What follows belongs to an exercise in optimizing a design on an open flow for small area; a production flow would make more cautious choices. Function was not checked in any run shown here: the RTL went through the layout flow alone. No activity file was given, so power comes from the tool's default toggle rates.

==> flow/design.v <==
package user_adder_pkg;
  localparam int DEF_AXI_DATA_BITS = 512;
  localparam int ADD_LANES         = DEF_AXI_DATA_BITS / 32;
  localparam logic [63:0] ID_VALUE_DEF = 64'hADD0_C000_0000_0001;
  localparam logic [2:0] REG_CTRL      = 3'd0;
  localparam logic [2:0] REG_ADD_CONST = 3'd1;
  localparam logic [2:0] REG_BEAT_CNT  = 3'd2;
  localparam logic [2:0] REG_PKT_CNT   = 3'd3;
  localparam logic [2:0] REG_ID        = 3'd4;
  localparam int CTRL_ENABLE_BIT = 0;
  localparam int CTRL_CLR_BIT    = 1;
  localparam logic [1:0] BUF_EMPTY = 2'd0;
  localparam logic [1:0] BUF_ONE   = 2'd1;
  localparam logic [1:0] BUF_FULL  = 2'd2;
  function automatic integer lanes_for(input integer data_bits);
    lanes_for = data_bits / 32;
  endfunction
endpackage
import user_adder_pkg::*;
module axis_skid_buffer
#(
  parameter int DATA_BITS = 512,
  parameter int KEEP_BITS = 64,
  parameter int ID_BITS   = 6
) (
  input  logic                 clk,
  input  logic                 rst,
  input  logic [DATA_BITS-1:0] s_tdata,
  input  logic [KEEP_BITS-1:0] s_tkeep,
  input  logic [ID_BITS-1:0]   s_tid,
  input  logic                 s_tlast,
  input  logic                 s_tvalid,
  output logic                 s_tready,
  output logic [DATA_BITS-1:0] m_tdata,
  output logic [KEEP_BITS-1:0] m_tkeep,
  output logic [ID_BITS-1:0]   m_tid,
  output logic                 m_tlast,
  output logic                 m_tvalid,
  input  logic                 m_tready
);
  localparam int PAYLOAD_BITS = DATA_BITS + KEEP_BITS + ID_BITS + 1;
  logic [1:0]              state_reg, state_next;
  logic [PAYLOAD_BITS-1:0] main_reg, skid_reg;
  logic [PAYLOAD_BITS-1:0] s_payload;
  logic                    m_valid_reg, ready_reg;
  logic                    accept, drain;
  logic                    load_main_in, load_main_skid, load_skid;
  assign s_payload = {s_tdata, s_tkeep, s_tid, s_tlast};
  assign accept    = s_tvalid & ready_reg;
  assign drain     = m_valid_reg & m_tready;
  always_comb begin
    state_next     = state_reg;
    load_main_in   = 1'b0;
    load_main_skid = 1'b0;
    load_skid      = 1'b0;
    case (state_reg)
      BUF_EMPTY: begin
        if (accept) begin
          state_next   = BUF_ONE;
          load_main_in = 1'b1;
        end
      end
      BUF_ONE: begin
        if (accept && !drain) begin
          state_next = BUF_FULL;
          load_skid  = 1'b1;
        end else if (!accept && drain) begin
          state_next = BUF_EMPTY;
        end else if (accept && drain) begin
          load_main_in = 1'b1;
        end
      end
      BUF_FULL: begin
        if (drain) begin
          state_next     = BUF_ONE;
          load_main_skid = 1'b1;
        end
      end
      default: state_next = BUF_EMPTY;
    endcase
  end
  always_ff @(posedge clk or posedge rst) begin
    if (rst) begin
      state_reg   <= BUF_EMPTY;
      main_reg    <= '0;
      skid_reg    <= '0;
      m_valid_reg <= 1'b0;
      ready_reg   <= 1'b0;
    end else begin
      state_reg <= state_next;
      if (load_main_in) begin
        main_reg <= s_payload;
      end else if (load_main_skid) begin
        main_reg <= skid_reg;
      end
      if (load_skid) begin
        skid_reg <= s_payload;
      end
      m_valid_reg <= (state_next != BUF_EMPTY);
      ready_reg   <= (state_next != BUF_FULL);
    end
  end
  assign s_tready = ready_reg;
  assign m_tvalid = m_valid_reg;
  assign {m_tdata, m_tkeep, m_tid, m_tlast} = main_reg;
endmodule
import user_adder_pkg::*;
module user_stream_adder_c0
#(
  parameter int          AXI_DATA_BITS  = 512,
  parameter int          AXIL_DATA_BITS = 64,
  parameter int          AXI_ADDR_BITS  = 64,
  parameter int          PID_BITS       = 6,
  parameter logic [63:0] ID_VALUE       = ID_VALUE_DEF
) (
  input  logic                          aclk,
  input  logic                          areset,
  input  logic [AXI_ADDR_BITS-1:0]      axi_ctrl_awaddr,
  input  logic                          axi_ctrl_awvalid,
  output logic                          axi_ctrl_awready,
  input  logic [AXIL_DATA_BITS-1:0]     axi_ctrl_wdata,
  input  logic [AXIL_DATA_BITS/8-1:0]   axi_ctrl_wstrb,
  input  logic                          axi_ctrl_wvalid,
  output logic                          axi_ctrl_wready,
  output logic [1:0]                    axi_ctrl_bresp,
  output logic                          axi_ctrl_bvalid,
  input  logic                          axi_ctrl_bready,
  input  logic [AXI_ADDR_BITS-1:0]      axi_ctrl_araddr,
  input  logic                          axi_ctrl_arvalid,
  output logic                          axi_ctrl_arready,
  output logic [AXIL_DATA_BITS-1:0]     axi_ctrl_rdata,
  output logic [1:0]                    axi_ctrl_rresp,
  output logic                          axi_ctrl_rvalid,
  input  logic                          axi_ctrl_rready,
  input  logic [AXI_DATA_BITS-1:0]      s_axis_host_sink_tdata,
  input  logic [AXI_DATA_BITS/8-1:0]    s_axis_host_sink_tkeep,
  input  logic [PID_BITS-1:0]           s_axis_host_sink_tid,
  input  logic                          s_axis_host_sink_tlast,
  input  logic                          s_axis_host_sink_tvalid,
  output logic                          s_axis_host_sink_tready,
  output logic [AXI_DATA_BITS-1:0]      m_axis_host_src_tdata,
  output logic [AXI_DATA_BITS/8-1:0]    m_axis_host_src_tkeep,
  output logic [PID_BITS-1:0]           m_axis_host_src_tid,
  output logic                          m_axis_host_src_tlast,
  output logic                          m_axis_host_src_tvalid,
  input  logic                          m_axis_host_src_tready
);
  localparam int LANES = AXI_DATA_BITS / 32;
  logic [1:0] rst_pipe;
  logic       rst;
  always_ff @(posedge aclk or posedge areset) begin
    if (areset) begin
      rst_pipe <= 2'b11;
    end else begin
      rst_pipe <= {rst_pipe[0], 1'b0};
    end
  end
  assign rst = rst_pipe[1];
  logic                      enable_reg;
  logic [31:0]               add_const_reg, add_const_wr;
  logic [63:0]               beat_cnt_reg, pkt_cnt_reg;
  logic                      awready_reg, bvalid_reg, arready_reg, rvalid_reg;
  logic [AXIL_DATA_BITS-1:0] rdata_reg;
  logic [63:0]               rd_word;
  logic [2:0]                wr_sel, rd_sel;
  logic                      wr_fire, rd_fire, clr_cnt, sink_accept;
  logic [AXI_DATA_BITS-1:0]  sum_data;
  assign wr_sel  = axi_ctrl_awaddr[5:3];
  assign rd_sel  = axi_ctrl_araddr[5:3];
  assign wr_fire = awready_reg & axi_ctrl_awvalid & axi_ctrl_wvalid;
  assign rd_fire = arready_reg & axi_ctrl_arvalid;
  assign clr_cnt = wr_fire && (wr_sel == REG_CTRL) && axi_ctrl_wstrb[0]
                   && axi_ctrl_wdata[CTRL_CLR_BIT];
  genvar gi;
  generate
    for (gi = 0; gi < 4; gi++) begin : g_const_byte
      assign add_const_wr[gi*8 +: 8] = axi_ctrl_wstrb[gi] ? axi_ctrl_wdata[gi*8 +: 8]
                                                          : add_const_reg[gi*8 +: 8];
    end
  endgenerate
  always_ff @(posedge aclk or posedge rst) begin
    if (rst) begin
      awready_reg   <= 1'b0;
      bvalid_reg    <= 1'b0;
      enable_reg    <= 1'b0;
      add_const_reg <= '0;
    end else begin
      awready_reg <= axi_ctrl_awvalid & axi_ctrl_wvalid & ~bvalid_reg & ~awready_reg;
      if (wr_fire) begin
        bvalid_reg <= 1'b1;
      end else if (axi_ctrl_bready) begin
        bvalid_reg <= 1'b0;
      end
      if (wr_fire && (wr_sel == REG_CTRL) && axi_ctrl_wstrb[0]) begin
        enable_reg <= axi_ctrl_wdata[CTRL_ENABLE_BIT];
      end
      if (wr_fire && (wr_sel == REG_ADD_CONST)) begin
        add_const_reg <= add_const_wr;
      end
    end
  end
  always_comb begin
    rd_word = '0;
    case (rd_sel)
      REG_CTRL:      rd_word[CTRL_ENABLE_BIT] = enable_reg;
      REG_ADD_CONST: rd_word[31:0] = add_const_reg;
      REG_BEAT_CNT:  rd_word = beat_cnt_reg;
      REG_PKT_CNT:   rd_word = pkt_cnt_reg;
      REG_ID:        rd_word = ID_VALUE;
      default:       rd_word = '0;
    endcase
  end
  always_ff @(posedge aclk or posedge rst) begin
    if (rst) begin
      arready_reg <= 1'b0;
      rvalid_reg  <= 1'b0;
      rdata_reg   <= '0;
    end else begin
      arready_reg <= axi_ctrl_arvalid & ~rvalid_reg & ~arready_reg;
      if (rd_fire) begin
        rvalid_reg <= 1'b1;
        rdata_reg  <= rd_word[AXIL_DATA_BITS-1:0];
      end else if (axi_ctrl_rready) begin
        rvalid_reg <= 1'b0;
      end
    end
  end
  assign axi_ctrl_awready = awready_reg;
  assign axi_ctrl_wready  = awready_reg;
  assign axi_ctrl_bvalid  = bvalid_reg;
  assign axi_ctrl_bresp   = 2'b00;
  assign axi_ctrl_arready = arready_reg;
  assign axi_ctrl_rvalid  = rvalid_reg;
  assign axi_ctrl_rdata   = rdata_reg;
  assign axi_ctrl_rresp   = 2'b00;
  assign sink_accept = s_axis_host_sink_tvalid & s_axis_host_sink_tready;
  always_ff @(posedge aclk or posedge rst) begin
    if (rst) begin
      beat_cnt_reg <= '0;
      pkt_cnt_reg  <= '0;
    end else if (clr_cnt) begin
      beat_cnt_reg <= '0;
      pkt_cnt_reg  <= '0;
    end else if (sink_accept) begin
      beat_cnt_reg <= beat_cnt_reg + 64'd1;
      if (s_axis_host_sink_tlast) begin
        pkt_cnt_reg <= pkt_cnt_reg + 64'd1;
      end
    end
  end
  generate
    for (gi = 0; gi < LANES; gi++) begin : g_lane
      assign sum_data[gi*32 +: 32] = enable_reg
          ? s_axis_host_sink_tdata[gi*32 +: 32] + add_const_reg
          : s_axis_host_sink_tdata[gi*32 +: 32];
    end
  endgenerate
  axis_skid_buffer #(
    .DATA_BITS (AXI_DATA_BITS),
    .KEEP_BITS (AXI_DATA_BITS/8),
    .ID_BITS   (PID_BITS)
  ) u_skid (
    .clk      (aclk),
    .rst      (rst),
    .s_tdata  (sum_data),
    .s_tkeep  (s_axis_host_sink_tkeep),
    .s_tid    (s_axis_host_sink_tid),
    .s_tlast  (s_axis_host_sink_tlast),
    .s_tvalid (s_axis_host_sink_tvalid),
    .s_tready (s_axis_host_sink_tready),
    .m_tdata  (m_axis_host_src_tdata),
    .m_tkeep  (m_axis_host_src_tkeep),
    .m_tid    (m_axis_host_src_tid),
    .m_tlast  (m_axis_host_src_tlast),
    .m_tvalid (m_axis_host_src_tvalid),
    .m_tready (m_axis_host_src_tready)
  );
  logic unused_bits;
  assign unused_bits = ^{axi_ctrl_awaddr[AXI_ADDR_BITS-1:6], axi_ctrl_awaddr[2:0],
                         axi_ctrl_araddr[AXI_ADDR_BITS-1:6], axi_ctrl_araddr[2:0],
                         axi_ctrl_wdata[AXIL_DATA_BITS-1:32],
                         axi_ctrl_wstrb[AXIL_DATA_BITS/8-1:4]};
endmodule
==> flow/run.sh <==
#!/bin/bash
# synth_recipe.tcl (not shown) runs the flow's synth.tcl, then flattens the netlist and writes it again
# the make line also repeats each setting of config.mk as NAME=value (left out here)
make -C /OpenROAD-flow-scripts/flow DESIGN_CONFIG=/design/flow/config.mk WORK_HOME=/design/flow/orfs CLKGATE_MAP_FILE= SYNTH_SCRIPT=/design/flow/synth_recipe.tcl finish
==> flow/config.mk <==
export PLATFORM = sky130hd
export DESIGN_NAME = user_stream_adder_c0
export DESIGN_NICKNAME = user_stream_adder_c0
export VERILOG_FILES = /design/flow/design.v
export SDC_FILE = /design/flow/constraint.sdc
export NUM_CORES = 4
export LEC_CHECK = 0
export CAP_MARGIN = 20
export CORE_MARGIN = 2
export CORE_UTILIZATION = 40
export SLEW_MARGIN = 20
==> flow/constraint.sdc <==
create_clock -name core_clock -period 5.0 [get_ports {aclk}]
set_input_delay 1.0000 -clock core_clock [delete_from_list [all_inputs] [get_ports {aclk}]]
set_output_delay 1.0000 -clock core_clock [all_outputs]
set_load 0.01 [all_outputs]
==> results of run 1 <==
==> layout make-up <==
cell class,count,share of cell area [%]
inverter,135,0.466
clock buffer,242,4.30
tap,2871,3.23
antenna,81,0.182
clock inverter,63,0.802
multi-input combinational,8244,45.6
timing repair buffer,1491,13.8
sequential,1401,31.6
==> cells by family (layout without fill, tap and decap cells) <==
| kind of cell | after synthesis | in the layout |
|---|---|---|
| muxes | 516 | 516 |
| DFF | 1401 | 1401 |
| xor gates and xnor gates | 516 | 516 |
| other | 1 | 86 |
| buffers and inverters | 702 | 1931 |
| AOI/OAI and AO/OA | 2849 | 2849 |
| and+or+nand+nor | 3844 | 3844 |
| adders and majority gates | 514 | 514 |
==> cell usage in the layout (no fill, tap or decap), types with 90 or more instances in the layout <==
master | synthesis | routed
xnor2_1 | 327 | 327
nor2_1 | 729 | 725
inv_1 | 135 | 132
nand2_1 | 2108 | 2103
a21o_1 | 277 | 277
ha_1 | 498 | 498
nor2b_1 | 91 | 90
mux2i_1 | 311 | 311
nand3_1 | 167 | 166
and3_1 | 372 | 372
buf_4 | 5 | 132
mux2_2 | 204 | 204
o21ai_0 | 728 | 728
a21oi_1 | 882 | 882
clkbuf_16 | 0 | 167
clkdlybuf4s50_1 | 0 | 1286
a211oi_1 | 162 | 162
xor2_1 | 189 | 189
a31oi_1 | 257 | 257
dfrtp_1 | 1399 | 1366
==> where the power goes <==
group | internal (W) | switching (W)
registers | 0.0161 | 0.00325
logic | 0.0106 | 0.0139
clock network | 0.00734 | 0.00550
total | 0.0340 | 0.0226
==> worst paths after layout <==
check / from / endpoint / depth (start not counted)
min in group asynchronous: rst_pipe[1] / add_const_reg[28] / 1
setup reg to reg: add_const_reg[3] / u_skid.skid_reg[198] / 11
setup / recovery: add_const_reg[3] / u_skid.skid_reg[198] / 11
hold / removal: rst_pipe[0] / rst_pipe[1] / 0
max in group asynchronous: rst_pipe[1] / u_skid.skid_reg[459] / 3
hold reg to reg: rst_pipe[0] / rst_pipe[1] / 0
==> metrics by stage <==
stage / cells / setup slack, ns
after detailed placement: 14100 / 0.131
after CTS: 14400 / 0.440
after global routing: 14500 / 0.106
after floorplan: 10300 / -14.72
final: 14500 / 0.327
after global placement: 14100 / 0.188
==> worst max-delay path: stages (launching register included) <==
cell and delay (ns):
dfrtp_2 0.82, buf_4 0.48, ha_1 0.35, o21ai_0 0.12, o211ai_1 0.21, a211oi_1 0.55
o31ai_1 0.27, a21oi_1 0.30, o21ai_1 0.17, a2111oi_1 0.83, a2111oi_0 0.17, a221oi_1 0.24
==> Yosys cell counts (12+ instances only) <==
master	n
a2111oi_0	14
a211o_1	17
a211oi_1	162
a21boi_0	12
a21o_1	277
a21oi_1	882
a221oi_1	19
a22oi_1	37
a31o_2	17
a31oi_1	257
a41oi_1	14
and2_1	27
and3_1	372
and4_1	15
buf_1	53
clkbuf_1	506
dfrtp_1	1399
fa_1	16
ha_1	498
inv_1	135
mux2_2	204
mux2i_1	311
nand2_1	2108
nand2b_1	39
nand3_1	167
nand4_1	58
nor2_1	729
nor2b_1	91
nor3_1	90
o211ai_1	29
o21a_1	65
o21ai_0	728
o21ai_1	58
o21bai_1	89
o31a_1	16
o31ai_1	48
or2_2	12
or3_1	64
xnor2_1	327
xor2_1	189
==> layer usage <==
metal	GRT usage [%]	vias to the layer above
met5	0	-
met4	18.9	136
li1	-	38900
met3	11.2	822
met1	44.4	41700
met2	51.7	3383
==> flow_summary.ini, run 1 <==
[outcome]
outcome = timing/DRC/antenna clean

[synth]
muxShareOfSynthArea_pct = 6.14
netlist_area_um2 = 88300
ys_seq_area_share_pct = 39.7
ys_async_sr_fraction_pct = 100
synth_top_family_by_area = compound AO/OA/AOI/OAI gates
synth-seq-cells = 1401
syn_avg_cell_area_um2 = 8.54
post_synth_inst_count = 10300
synth_compound_area_share_pct = 19.5
yosysWarnings = 2
ys_types = 104
synth_edf_count = 0
synth_area_leader_cell = dfrtp_1
synthSimpleGateAreaFrac_pct = 19.1
yosysTopAreaCellShare_pct = 39.6
synthXorXnorAreaFrac_pct = 5.12
synth_ff_type = dfrtp_1
synth_area_leaders = dfrtp_1 (40%), nand2_1 (9.0%), ha_1 (7.1%)
synthAdderAreaFrac_pct = 7.42

[critical_path]
crit_arrival_ns = 5.39
path_max_fanout = 9
crit_path_start_kind = flip-flop
r2r_slack_ns = 0.33
worst_setup_path_end_kind = flip-flop
critPathKind = flip-flop to flip-flop
required_ns = 5.72

[sta]
relSlewSlack_pct = 5.51
clock_skew_ns = 0.0480
finalCritPeriodShare_pct = 93.5
report.final.slew_viol_count = 0
fmax_mhz = 214
tightest_slew_ns = 1.42
finalSetupViolCount = 0
whs_ns = 0.357
finalCriticalPeriod_ns = 4.67
finalSetupTns_ns = 0
rsz0062_at_grt = false
hold_violations = 0

[floorplanning]
io_pins = 1450
rows = 172
die_w_um = 474
die_height_um = 474
coreArea_um2 = 220000
initial_core_util_pct = 40.2
die_area_um2 = 225000

[place]
gp_congestion = 0.956
io_buffers = 1287
place_area_um2 = 105000
post-dp-hpwl_mm = 301

[drt]
vias_per_cell = 5.84
dr.pass1.iters = 6
remaining_drc_errors = 0
wl_met1_mm = 165
maxUsedRoutingLayer = met5
num_vias = 84900
wl_met3_mm = 39.2
wl_met2_mm = 175
wl_mm = 404
ant_nets = 0
drt_iter0_markers = 7211
post_drt_wl_per_cell_um = 27.8

[cells_and_area]
final_cell_area_um2 = 111000
drive_gt1_share_pct = 6.80
multi_input_area_um2 = 50700
fin_util_pct = 50.6
fill_cells = 20500
seqCellArea_um2 = 35100
area_growth_pct = 25.8
nNetsFinal = 12700

[clock_network]
clk_pin_slew_ns = 0.06
cts_tree = yes
clockBufferDepth = 3
cts_setup_buffers = 0
cts_made_buffers = 166
holdBufCountCts = 0
cts-root-buf = clkbuf_16
htree_levels = 4
cts_resized = 0
clk-insertion-delay-late_ns = 0.87
cts_num_sinks = 1401

[global_route]
grt_max_degree = 239
grt_pass1_wl_mm = 571
grt-ovfl-total = 0
antenna_found_initial = 180
grt_usage_pct = 34.7
grt_pass1_vias = 80400

[power]
power_w = 0.0567
peakVddDrop_mv = 0.343
power_leakage_nw = 52.5
power_density_nw_per_um2 = 510

[hold_path]
hold_path_class = flip-flop to flip-flop

[run]
maxCapViolCount = 0
==> run 2: changes to the inputs <==
--- a/flow/design.v
+++ b/flow/design.v
@@ -39,65 +39,48 @@
   input  logic                 m_tready
 );
   localparam int PAYLOAD_BITS = DATA_BITS + KEEP_BITS + ID_BITS + 1;
-  logic [1:0]              state_reg, state_next;
-  logic [PAYLOAD_BITS-1:0] main_reg, skid_reg;
+  logic [PAYLOAD_BITS-1:0] main_reg, skid_reg, skid_next;
   logic [PAYLOAD_BITS-1:0] s_payload;
   logic                    m_valid_reg, ready_reg;
-  logic                    accept, drain;
-  logic                    load_main_in, load_main_skid, load_skid;
+  logic                    m_valid_next, ready_next;
+  logic                    accept, drain, main_free;
   assign s_payload = {s_tdata, s_tkeep, s_tid, s_tlast};
   assign accept    = s_tvalid & ready_reg;
   assign drain     = m_valid_reg & m_tready;
+  assign main_free = ~m_valid_reg | m_tready;
   always_comb begin
-    state_next     = state_reg;
-    load_main_in   = 1'b0;
-    load_main_skid = 1'b0;
-    load_skid      = 1'b0;
-    case (state_reg)
-      BUF_EMPTY: begin
-        if (accept) begin
-          state_next   = BUF_ONE;
-          load_main_in = 1'b1;
-        end
-      end
-      BUF_ONE: begin
-        if (accept && !drain) begin
-          state_next = BUF_FULL;
-          load_skid  = 1'b1;
-        end else if (!accept && drain) begin
-          state_next = BUF_EMPTY;
-        end else if (accept && drain) begin
-          load_main_in = 1'b1;
-        end
-      end
-      BUF_FULL: begin
-        if (drain) begin
-          state_next     = BUF_ONE;
-          load_main_skid = 1'b1;
-        end
+    m_valid_next = m_valid_reg;
+    ready_next   = ready_reg;
+    case ({m_valid_reg, ready_reg})
+      2'b01: begin
+        m_valid_next = accept;
+      end
+      2'b11: begin
+        m_valid_next = accept | ~drain;
+        ready_next   = ~(accept & ~drain);
+      end
+      2'b10: begin
+        ready_next = drain;
+      end
+      default: begin
+        ready_next = 1'b1;
       end
-      default: state_next = BUF_EMPTY;
     endcase
   end
   always_ff @(posedge clk or posedge rst) begin
     if (rst) begin
-      state_reg   <= BUF_EMPTY;
-      main_reg    <= '0;
-      skid_reg    <= '0;
       m_valid_reg <= 1'b0;
       ready_reg   <= 1'b0;
     end else begin
-      state_reg <= state_next;
-      if (load_main_in) begin
-        main_reg <= s_payload;
-      end else if (load_main_skid) begin
-        main_reg <= skid_reg;
-      end
-      if (load_skid) begin
-        skid_reg <= s_payload;
-      end
-      m_valid_reg <= (state_next != BUF_EMPTY);
-      ready_reg   <= (state_next != BUF_FULL);
+      m_valid_reg <= m_valid_next;
+      ready_reg   <= ready_next;
+    end
+  end
+  assign skid_next = ready_reg ? s_payload : skid_reg;
+  always_ff @(posedge clk) begin
+    skid_reg <= skid_next;
+    if (main_free) begin
+      main_reg <= skid_next;
     end
   end
   assign s_tready = ready_reg;
@@ -214,17 +197,20 @@
     if (rst) begin
       arready_reg <= 1'b0;
       rvalid_reg  <= 1'b0;
-      rdata_reg   <= '0;
     end else begin
       arready_reg <= axi_ctrl_arvalid & ~rvalid_reg & ~arready_reg;
       if (rd_fire) begin
         rvalid_reg <= 1'b1;
-        rdata_reg  <= rd_word[AXIL_DATA_BITS-1:0];
       end else if (axi_ctrl_rready) begin
         rvalid_reg <= 1'b0;
       end
     end
   end
+  always_ff @(posedge aclk) begin
+    if (rd_fire) begin
+      rdata_reg <= rd_word[AXIL_DATA_BITS-1:0];
+    end
+  end
   assign axi_ctrl_awready = awready_reg;
   assign axi_ctrl_wready  = awready_reg;
   assign axi_ctrl_bvalid  = bvalid_reg;
@@ -248,11 +234,11 @@
       end
     end
   end
+  logic [31:0] add_eff;
+  assign add_eff = add_const_reg & {32{enable_reg}};
   generate
     for (gi = 0; gi < LANES; gi++) begin : g_lane
-      assign sum_data[gi*32 +: 32] = enable_reg
-          ? s_axis_host_sink_tdata[gi*32 +: 32] + add_const_reg
-          : s_axis_host_sink_tdata[gi*32 +: 32];
+      lane_add u_add (.a(s_axis_host_sink_tdata[gi*32 +: 32]), .b(add_eff), .s(sum_data[gi*32 +: 32]));
     end
   endgenerate
   axis_skid_buffer #(
@@ -281,3 +267,111 @@
                          axi_ctrl_wdata[AXIL_DATA_BITS-1:32],
                          axi_ctrl_wstrb[AXIL_DATA_BITS/8-1:4]};
 endmodule
+module lane_add (input logic [31:0] a, input logic [31:0] b, output logic [31:0] s);
+  wire [31:0] g0 = a & b;
+  wire [31:0] p0 = a ^ b;
+  wire [32:0] c0, c1;
+  wire [32:0] c;
+  assign c[0]=1'b0;
+  assign c0[0]=1'b0; assign c1[0]=1'b1;
+  assign c0[1] = g0[0] | (p0[0] & c0[0]);
+  assign c1[1] = g0[0] | (p0[0] & c1[0]);
+  assign c0[2] = g0[1] | (p0[1] & c0[1]);
+  assign c1[2] = g0[1] | (p0[1] & c1[1]);
+  assign c0[3] = g0[2] | (p0[2] & c0[2]);
+  assign c1[3] = g0[2] | (p0[2] & c1[2]);
+  assign c0[4] = g0[3] | (p0[3] & c0[3]);
+  assign c1[4] = g0[3] | (p0[3] & c1[3]);
+  assign c0[5] = g0[4] | (p0[4] & c0[4]);
+  assign c1[5] = g0[4] | (p0[4] & c1[4]);
+  assign c0[6] = g0[5] | (p0[5] & c0[5]);
+  assign c1[6] = g0[5] | (p0[5] & c1[5]);
+  assign c0[7] = g0[6] | (p0[6] & c0[6]);
+  assign c1[7] = g0[6] | (p0[6] & c1[6]);
+  assign c0[8] = g0[7] | (p0[7] & c0[7]);
+  assign c1[8] = g0[7] | (p0[7] & c1[7]);
+  assign c[1] = c[0] ? c1[1] : c0[1];
+  assign c[2] = c[0] ? c1[2] : c0[2];
+  assign c[3] = c[0] ? c1[3] : c0[3];
+  assign c[4] = c[0] ? c1[4] : c0[4];
+  assign c[5] = c[0] ? c1[5] : c0[5];
+  assign c[6] = c[0] ? c1[6] : c0[6];
+  assign c[7] = c[0] ? c1[7] : c0[7];
+  assign c[8] = c[0] ? c1[8] : c0[8];
+  assign c0[8]=1'b0; assign c1[8]=1'b1;
+  assign c0[9] = g0[8] | (p0[8] & c0[8]);
+  assign c1[9] = g0[8] | (p0[8] & c1[8]);
+  assign c0[10] = g0[9] | (p0[9] & c0[9]);
+  assign c1[10] = g0[9] | (p0[9] & c1[9]);
+  assign c0[11] = g0[10] | (p0[10] & c0[10]);
+  assign c1[11] = g0[10] | (p0[10] & c1[10]);
+  assign c0[12] = g0[11] | (p0[11] & c0[11]);
+  assign c1[12] = g0[11] | (p0[11] & c1[11]);
+  assign c0[13] = g0[12] | (p0[12] & c0[12]);
+  assign c1[13] = g0[12] | (p0[12] & c1[12]);
+  assign c0[14] = g0[13] | (p0[13] & c0[13]);
+  assign c1[14] = g0[13] | (p0[13] & c1[13]);
+  assign c0[15] = g0[14] | (p0[14] & c0[14]);
+  assign c1[15] = g0[14] | (p0[14] & c1[14]);
+  assign c0[16] = g0[15] | (p0[15] & c0[15]);
+  assign c1[16] = g0[15] | (p0[15] & c1[15]);
+  assign c[9] = c[8] ? c1[9] : c0[9];
+  assign c[10] = c[8] ? c1[10] : c0[10];
+  assign c[11] = c[8] ? c1[11] : c0[11];
+  assign c[12] = c[8] ? c1[12] : c0[12];
+  assign c[13] = c[8] ? c1[13] : c0[13];
+  assign c[14] = c[8] ? c1[14] : c0[14];
+  assign c[15] = c[8] ? c1[15] : c0[15];
+  assign c[16] = c[8] ? c1[16] : c0[16];
+  assign c0[16]=1'b0; assign c1[16]=1'b1;
+  assign c0[17] = g0[16] | (p0[16] & c0[16]);
+  assign c1[17] = g0[16] | (p0[16] & c1[16]);
+  assign c0[18] = g0[17] | (p0[17] & c0[17]);
+  assign c1[18] = g0[17] | (p0[17] & c1[17]);
+  assign c0[19] = g0[18] | (p0[18] & c0[18]);
+  assign c1[19] = g0[18] | (p0[18] & c1[18]);
+  assign c0[20] = g0[19] | (p0[19] & c0[19]);
+  assign c1[20] = g0[19] | (p0[19] & c1[19]);
+  assign c0[21] = g0[20] | (p0[20] & c0[20]);
+  assign c1[21] = g0[20] | (p0[20] & c1[20]);
+  assign c0[22] = g0[21] | (p0[21] & c0[21]);
+  assign c1[22] = g0[21] | (p0[21] & c1[21]);
+  assign c0[23] = g0[22] | (p0[22] & c0[22]);
+  assign c1[23] = g0[22] | (p0[22] & c1[22]);
+  assign c0[24] = g0[23] | (p0[23] & c0[23]);
+  assign c1[24] = g0[23] | (p0[23] & c1[23]);
+  assign c[17] = c[16] ? c1[17] : c0[17];
+  assign c[18] = c[16] ? c1[18] : c0[18];
+  assign c[19] = c[16] ? c1[19] : c0[19];
+  assign c[20] = c[16] ? c1[20] : c0[20];
+  assign c[21] = c[16] ? c1[21] : c0[21];
+  assign c[22] = c[16] ? c1[22] : c0[22];
+  assign c[23] = c[16] ? c1[23] : c0[23];
+  assign c[24] = c[16] ? c1[24] : c0[24];
+  assign c0[24]=1'b0; assign c1[24]=1'b1;
+  assign c0[25] = g0[24] | (p0[24] & c0[24]);
+  assign c1[25] = g0[24] | (p0[24] & c1[24]);
+  assign c0[26] = g0[25] | (p0[25] & c0[25]);
+  assign c1[26] = g0[25] | (p0[25] & c1[25]);
+  assign c0[27] = g0[26] | (p0[26] & c0[26]);
+  assign c1[27] = g0[26] | (p0[26] & c1[26]);
+  assign c0[28] = g0[27] | (p0[27] & c0[27]);
+  assign c1[28] = g0[27] | (p0[27] & c1[27]);
+  assign c0[29] = g0[28] | (p0[28] & c0[28]);
+  assign c1[29] = g0[28] | (p0[28] & c1[28]);
+  assign c0[30] = g0[29] | (p0[29] & c0[29]);
+  assign c1[30] = g0[29] | (p0[29] & c1[29]);
+  assign c0[31] = g0[30] | (p0[30] & c0[30]);
+  assign c1[31] = g0[30] | (p0[30] & c1[30]);
+  assign c0[32] = g0[31] | (p0[31] & c0[31]);
+  assign c1[32] = g0[31] | (p0[31] & c1[31]);
+  assign c[25] = c[24] ? c1[25] : c0[25];
+  assign c[26] = c[24] ? c1[26] : c0[26];
+  assign c[27] = c[24] ? c1[27] : c0[27];
+  assign c[28] = c[24] ? c1[28] : c0[28];
+  assign c[29] = c[24] ? c1[29] : c0[29];
+  assign c[30] = c[24] ? c1[30] : c0[30];
+  assign c[31] = c[24] ? c1[31] : c0[31];
+  assign c[32] = c[24] ? c1[32] : c0[32];
+  assign s = p0 ^ c[31:0];
+endmodule
==> run 2 against run 1 <==
  * Area after synthesis shrank 35%
  * The flow now stops in I/O pin placement (3_2_place_iop)
  * Synthesized cell count shrank 66%
==> flow_summary.ini, run 2 <==
[outcome]
outcome = did not finish
lastStage = I/O pin placement (3_2_place_iop)
error_line = [ERROR PPL-0024] Number of IO pins (1450) exceeds maximum number of available positions (1382). Increase the die perimeter from 1530.48um to 1972.00um.

[floorplanning]
die_height_um = 383
die_w_um = 383
initial_core_util_pct = 40.4
rows = 138

[synth]
synth_area_leaders = edfxtp_1 (34%), dfxtp_1 (20%), fa_1 (13%)
netlist_area_um2 = 57300
synth_edf_count = 647
yosysWarnings = 8
synth_area_leader_cell = edfxtp_1
post_synth_inst_count = 3539
synth-seq-cells = 1399
syn_avg_cell_area_um2 = 16.2
ys_seq_area_share_pct = 61.6
ys_async_sr_fraction_pct = 12.1
synth_ff_type = edfxtp_1
ys_types = 49
netlist_top_cells_count = mux2_2 (648), edfxtp_1 (647), dfxtp_1 (583)
yosysMostFrequentCell = mux2_2
yosysTopAreaCellShare_pct = 33.9
-- run 2: cell count changes after synthesis, sizes merged, moves of 368 or more --
cell / change
fa: +368
ha: -432
dfxtp: +583
o21ai: -721
nand2: -2039
nor2: -602
mux2: +443
a21oi: -811
clkbuf: -398
edfxtp: +647
dfrtp: -1232
-- run 2: kinds of logic after synthesis --
logic type / after synthesis / synth area share (%)
flops: 1399 / 61.6
mux: 682 / 13.3
simple gates: 485 / 4.52
fa+ha+maj: 450 / 14.8
compound gates: 195 / 1.95
xor+xnor: 179 / 2.73
buf+inv: 148 / 1.01
other cells: 1 / 0.00654
==> run 3: changes to the inputs <==
--- a/flow/config.mk
+++ b/flow/config.mk
@@ -7,5 +7,6 @@
 export LEC_CHECK = 0
 export CAP_MARGIN = 20
 export CORE_MARGIN = 2
-export CORE_UTILIZATION = 40
+export CORE_UTILIZATION = 65
+export CTS_BUF_LIST = sky130_fd_sc_hd__clkbuf_8
 export SLEW_MARGIN = 20
==> run 3 against run 2 <==
  * The run again fails in I/O pin placement (3_2_place_iop)
  * Synthesized cell count did not move
  * Area after synthesis did not move
==> flow_summary.ini, run 3 <==
[synth]
ys_seq_area_share_pct = 61.6
muxShareOfSynthArea_pct = 13.3
ys_async_sr_fraction_pct = 12.1
synth_edf_count = 647
yosysTopAreaCellShare_pct = 33.9
synth_area_leaders = edfxtp_1 (34%), dfxtp_1 (20%), fa_1 (13%)
yosysWarnings = 8
synth_compound_area_share_pct = 1.95
synth_ff_type = edfxtp_1
post_synth_inst_count = 3539
netlist_area_um2 = 57300
netlist_top_cells_count = mux2_2 (648), edfxtp_1 (647), dfxtp_1 (583)
synth_top_family_by_area = adder cells
synth_area_leader_cell = edfxtp_1
synthXorXnorAreaFrac_pct = 2.73
syn_avg_cell_area_um2 = 16.2
synthAdderAreaFrac_pct = 14.8
synthSimpleGateAreaFrac_pct = 4.52
yosysMostFrequentCell = mux2_2
synth-seq-cells = 1399
ys_types = 49

[outcome]
lastStage = I/O pin placement (3_2_place_iop)
outcome = did not finish
error_line = [ERROR PPL-0024] Number of IO pins (1450) exceeds maximum number of available positions (1084). Increase the die perimeter from 1204.06um to 1972.00um.

[floorplanning]
initial_core_util_pct = 65.8
rows = 108
die_w_um = 301
die_height_um = 301
[run 3: cell counts after synthesis]
Identical to the previous run, type by type.
[run 3: logic make-up after synthesis]
family / count (synthesis)
AOI/OAI and AO/OA: 195
other: 1
adders and majority gates: 450
DFF: 1399
buffers and inverters: 148
muxes: 682
xor gates and xnor gates: 179
and+or+nand+nor: 485

==> static timing again, ports no longer ideal <==
The flow's constraints put no driver on any port. The routed layout listed below was extracted and timed again, unchanged, in two steps.
Step 1 sets driving cells, clkbuf_16 on the clock port and buf_2 on the other inputs (assumed; they add their load-dependent delay and slew).
Step 2 adds t to the input delays and takes it off the output delays; t is the mean of the earliest and latest rising clock arrival at the registers after step 1. Input paths then give back, and output paths get back, about the clock's delay inside the block.
Slacks: ideal / step 1 / step 2; pairs: ideal / step 1.
run: run 1
t, ns: 0.938
slack for setup (ns): 0.327 / 0.327 / -0.021
worst hold slack (ns): 0.357 / 0.357 / 0.357
worst data-port slew with drivers (ns): 0.30
With both steps, setup timing fails in run 1, where it was met with ideal ports. For run 1, drivers alone change the setup slack by 0.000 ns; drivers and shift together by -0.348 ns.
